Background: an optimization exercise with open tools, aiming at small area and few clock cycles per item. Do not read the settings as production practice.
In this exercise RTL edits were held to simulation tests only and were not proved equivalent to the original.
Power figures rest on the tool's default switching activity, not on a simulated workload.

// lj_pair_scheduler
module lj_pair_scheduler #(
  parameter int ADDR_W       = 12,
  parameter int NUM_W        = 16,
  parameter int PIPE_LATENCY = 24,
  parameter int RING_LEN     = 13,
  parameter int STRIDE       = 2,
  parameter int TAPS         = 3
) (
  input  logic              clock,
  input  logic              resetn,
  input  logic              start,
  input  logic [31:0]       ref_x,
  input  logic [31:0]       ref_y,
  input  logic [31:0]       ref_z,
  input  logic [ADDR_W-1:0] base_addr,
  input  logic [NUM_W-1:0]  num_neighbors,
  output logic              busy,
  output logic              done,
  output logic              nb_rd_en,
  output logic [ADDR_W-1:0] nb_rd_addr,
  input  logic [95:0]       nb_rd_data,
  output logic              pipe_ivalid,
  output logic              pipe_iready,
  output logic [31:0]       pipe_ref_x,
  output logic [31:0]       pipe_ref_y,
  output logic [31:0]       pipe_ref_z,
  output logic [31:0]       pipe_nb_x,
  output logic [31:0]       pipe_nb_y,
  output logic [31:0]       pipe_nb_z,
  input  logic              pipe_ovalid,
  input  logic [127:0]      pipe_force,
  output logic              force_valid,
  output logic [127:0]      force_data,
  output logic              force_last,
  input  logic              force_ready,
  output logic              err_unexpected
);
  localparam int L    = RING_LEN;
  localparam int CW   = $clog2(L + 1);
  localparam int GW   = $clog2(L);
  localparam int RTT  = PIPE_LATENCY;
  localparam int HP0  = (L - (RTT % L)) % L;
  logic              run_q, done_q, pend_q, err_q, ov_q, olast_q;
  logic [CW-1:0]     cnt_q, avail_q;       
  logic [GW-1:0]     gap_q;                
  logic [L-1:0]      head_q;               
  logic [NUM_W-1:0]  rem_q;                
  logic [ADDR_W-1:0] addr_q;
  logic [95:0]       ref_q;
  logic [127:0]      ring_q [L];
  logic [127:0]      out_q;
  logic accept, rd, inflight, arriving, pop, ofree, at_tap, load, empty_eff, iss;
  assign accept    = !run_q && !done_q && start;
  assign inflight  = (cnt_q != avail_q);
  assign arriving  = pipe_ovalid && inflight;
  assign pop       = ov_q && force_ready;
  assign ofree     = !ov_q || pop;
  always_comb begin
    at_tap = head_q[L-1];
    for (int i = 0; i < TAPS - 1; i++) at_tap = at_tap || head_q[i];
  ...
Size in the first run: ~2900 cells after synthesis, roughly 1900 flip-flops.
==> module lj_pair_scheduler, before the edit <==
module lj_pair_scheduler #(
  parameter int ADDR_W       = 12,
  parameter int NUM_W        = 16,
  parameter int PIPE_LATENCY = 24,
  parameter int RING_LEN     = 13,
  parameter int STRIDE       = 2,
  parameter int TAPS         = 3
) (
  input  logic              clock,
  input  logic              resetn,
  input  logic              start,
  input  logic [31:0]       ref_x,
  input  logic [31:0]       ref_y,
  input  logic [31:0]       ref_z,
  input  logic [ADDR_W-1:0] base_addr,
  input  logic [NUM_W-1:0]  num_neighbors,
  output logic              busy,
  output logic              done,
  output logic              nb_rd_en,
  output logic [ADDR_W-1:0] nb_rd_addr,
  input  logic [95:0]       nb_rd_data,
  output logic              pipe_ivalid,
  output logic              pipe_iready,
  output logic [31:0]       pipe_ref_x,
  output logic [31:0]       pipe_ref_y,
  output logic [31:0]       pipe_ref_z,
  output logic [31:0]       pipe_nb_x,
  output logic [31:0]       pipe_nb_y,
  output logic [31:0]       pipe_nb_z,
  input  logic              pipe_ovalid,
  input  logic [127:0]      pipe_force,
  output logic              force_valid,
  output logic [127:0]      force_data,
  output logic              force_last,
  input  logic              force_ready,
  output logic              err_unexpected
);
  localparam int L    = RING_LEN;
  localparam int CW   = $clog2(L + 1);
  localparam int GW   = $clog2(L);
  localparam int RTT  = PIPE_LATENCY;
  localparam int HP0  = (L - (RTT % L)) % L;
  logic              run_q, done_q, pend_q, err_q, ov_q, olast_q;
  logic [CW-1:0]     cnt_q, avail_q;       
  logic [GW-1:0]     gap_q;                
  logic [L-1:0]      head_q;               
  logic [NUM_W-1:0]  rem_q;                
  logic [ADDR_W-1:0] addr_q;
  logic [95:0]       ref_q;
  logic [127:0]      ring_q [L];
  logic [127:0]      out_q;
  logic accept, rd, inflight, arriving, pop, ofree, at_tap, load, empty_eff, iss;
  assign accept    = !run_q && !done_q && start;
  assign inflight  = (cnt_q != avail_q);
  assign arriving  = pipe_ovalid && inflight;
  assign pop       = ov_q && force_ready;
  assign ofree     = !ov_q || pop;
  always_comb begin
    at_tap = head_q[L-1];
    for (int i = 0; i < TAPS - 1; i++) at_tap = at_tap || head_q[i];
  end
  assign load      = ofree && ((avail_q != '0) || arriving) && at_tap;
  assign empty_eff = (cnt_q == '0) || ((cnt_q == CW'(1)) && load);
  assign iss       = pend_q &&
                     (empty_eff || ((gap_q == '0) && ((cnt_q != CW'(L)) || load)));
  assign rd        = run_q && (rem_q != '0) && (!pend_q || iss);
  always_ff @(posedge clock or negedge resetn) begin
    if (!resetn) begin
      run_q   <= 1'b0;
      done_q  <= 1'b0;
      pend_q  <= 1'b0;
      err_q   <= 1'b0;
      ov_q    <= 1'b0;
      cnt_q   <= '0;
      avail_q <= '0;
    end else begin
      run_q   <= (accept && (num_neighbors != '0)) || (run_q && !(pop && olast_q));
      done_q  <= (accept && (num_neighbors == '0)) || (run_q && pop && olast_q);
      pend_q  <= rd || (pend_q && !iss);
      err_q   <= err_q || (pipe_ovalid && !inflight);
      ov_q    <= load || (ov_q && !pop);
      cnt_q   <= cnt_q + CW'(iss) - CW'(load);
      avail_q <= avail_q + CW'(arriving) - CW'(load);
    end
  end
  always_ff @(posedge clock) begin
    if (iss)               gap_q <= GW'(STRIDE - 1);
    else if (gap_q == '0)  gap_q <= GW'(L - 1);
    else                   gap_q <= gap_q - GW'(1);
    if (iss && empty_eff)  head_q <= L'(1) << HP0;
    else if (!load)        head_q <= {head_q[L-2:0], head_q[L-1]};
    else                   head_q <= {head_q[STRIDE-2:0], head_q[L-1:STRIDE-1]};
    rem_q  <= accept ? num_neighbors : (rem_q - NUM_W'(rd));
    addr_q <= accept ? base_addr : (addr_q + ADDR_W'(rd));
    if (load) olast_q <= (rem_q == '0) && !pend_q && (cnt_q == CW'(1));
  end
  always_ff @(posedge clock) begin
    if (accept) ref_q <= {ref_z, ref_y, ref_x};
  end
  logic [127:0] ring_in;
  lj_pair_scheduler_ao2 u_ring_in (
    .s0(arriving), .d0(pipe_force), .s1(!arriving), .d1(ring_q[L-1]), .y(ring_in)
  );
  always_ff @(posedge clock) begin
    ring_q[0] <= ring_in;
    for (int i = 1; i < L; i++) ring_q[i] <= ring_q[i-1];
  end
  logic [127:0] out_d;
  lj_pair_scheduler_ao4 u_out_d (
    .s0(load && head_q[L-1]), .d0(ring_in),
    .s1(load && head_q[0]),   .d1(ring_q[0]),
    .s2(load && head_q[1]),   .d2(ring_q[1]),
    .s3(!load),               .d3(out_q),
    .y(out_d)
  );
  always_ff @(posedge clock) out_q <= out_d;
  assign busy           = run_q;
  assign done           = done_q;
  assign nb_rd_en       = rd;
  assign nb_rd_addr     = addr_q;
  assign pipe_ivalid    = iss;
  assign pipe_iready    = 1'b1;
  assign {pipe_ref_z, pipe_ref_y, pipe_ref_x} = ref_q;
  assign {pipe_nb_z, pipe_nb_y, pipe_nb_x}    = nb_rd_data;
  assign force_valid    = ov_q;
  assign force_data     = out_q;
  assign force_last     = olast_q;
  assign err_unexpected = err_q;
endmodule
==> module lj_pair_scheduler_ao2, before the edit <==
module lj_pair_scheduler_ao2 (
  input  logic         s0, s1,
  input  logic [127:0] d0, d1,
  output logic [127:0] y
);
  assign y = ({128{s0}} & d0) | ({128{s1}} & d1);
endmodule
clock: 6.0 ns
lec_check: 0
cap_margin: 20
core_margin: 2
core_utilization: 60
cts_cluster_diameter: 90
cts_cluster_size: 28
place_density: 0.75
slew_margin: 20
synth_hierarchical: 1
synth_minimum_keep_size: 0
standard.sh (not shown) runs the stock make flow with config.mk's settings and CLKGATE_MAP_FILE= SYNTH_SCRIPT=/design/flow/synth_recipe.tcl, a recipe that flattens the netlist after the stock synthesis.
==> flow/flow/run.sh <==
#!/bin/bash
# Own layout flow: the standard ORFS flow (standard.sh, all steps up to
# finish) with one change: buffer_ports, which gives every input and output
# port its own buffer during global placement, is told to use the smallest
# buffer cell (sky130_fd_sc_hd__buf_1) instead of choosing one itself. The
# resizer may still upsize any of them later. The make output goes to
# standard_flow.log here; each ORFS step also keeps its own log under orfs/logs.
set -euo pipefail
cd "$(dirname "${BASH_SOURCE[0]}")/.."
export BUFFER_PORTS_ARGS="-buffer_cell sky130_fd_sc_hd__buf_1"
bash standard.sh finish > standard_flow.log 2>&1
Testbench counts at the start, summed over its fixed seeds: cycles 42,133, items 18,420.
Then changed:
--- a/flow/design.v
+++ b/flow/design.v
@@ -100,6 +100,6 @@
   end
   logic [127:0] ring_in;
-  lj_pair_scheduler_ao2 u_ring_in (
-    .s0(arriving), .d0(pipe_force), .s1(!arriving), .d1(ring_q[L-1]), .y(ring_in)
+  lj_pair_scheduler_mux2 u_ring_in (
+    .sel(arriving), .a(pipe_force), .b(ring_q[L-1]), .y(ring_in)
   );
   always_ff @(posedge clock) begin
@@ -129,10 +129,11 @@
   assign err_unexpected = err_q;
 endmodule
-module lj_pair_scheduler_ao2 (
-  input  logic         s0, s1,
-  input  logic [127:0] d0, d1,
+module lj_pair_scheduler_mux2 (
+  input  logic         sel,
+  input  logic [127:0] a,
+  input  logic [127:0] b,
   output logic [127:0] y
 );
-  assign y = ({128{s0}} & d0) | ({128{s1}} & d1);
+  assign y = sel ? a : b;
 endmodule
 module lj_pair_scheduler_ao4 (
Via count drops by 1.6%. Synthesized cell count went down by 0.35%. Design area grows by 0.65%. Cell count stays flat. Clock power goes up by about 0.8%. Core utilization went up by 0.21 points. Combinational power falls by 15%. Sequential share of layout area drops by 0.51 points. Routed wire length went up by 10%.
Testbench counts after the change, summed over its fixed seeds: cycles 42,133, items 18,420.

## what the ideal ports hide
No port has a modelled driver above. Below, the same layouts with a new extraction and two added sets of constraints.
Step 1 assumes that a clkbuf_16 drives the clock port and a buf_2 every other input.
Step 2 adds t to the input delays and takes it off the output delays; t is the mean of the earliest and latest rising clock arrival at the registers after step 1. Input paths then give back, and output paths get back, about the clock's delay inside the block.
Slacks: no drivers / after step 1 / after step 2; pairs: no drivers / after step 1.
| run | t (ns) | setup slack, ns | cell pins on the clock port's net |
|---|---|---|---|
| the first run | 0.701 | 1.125 / 1.062 / 1.594 | 1 |
| the second run | 0.724 | 1.929 / 1.860 / 1.666 | 1 |
After both steps every run listed still meets setup and hold. The setup slack of the second run, which loses most, moves by -0.069 ns with the drivers and by -0.263 ns with both steps.
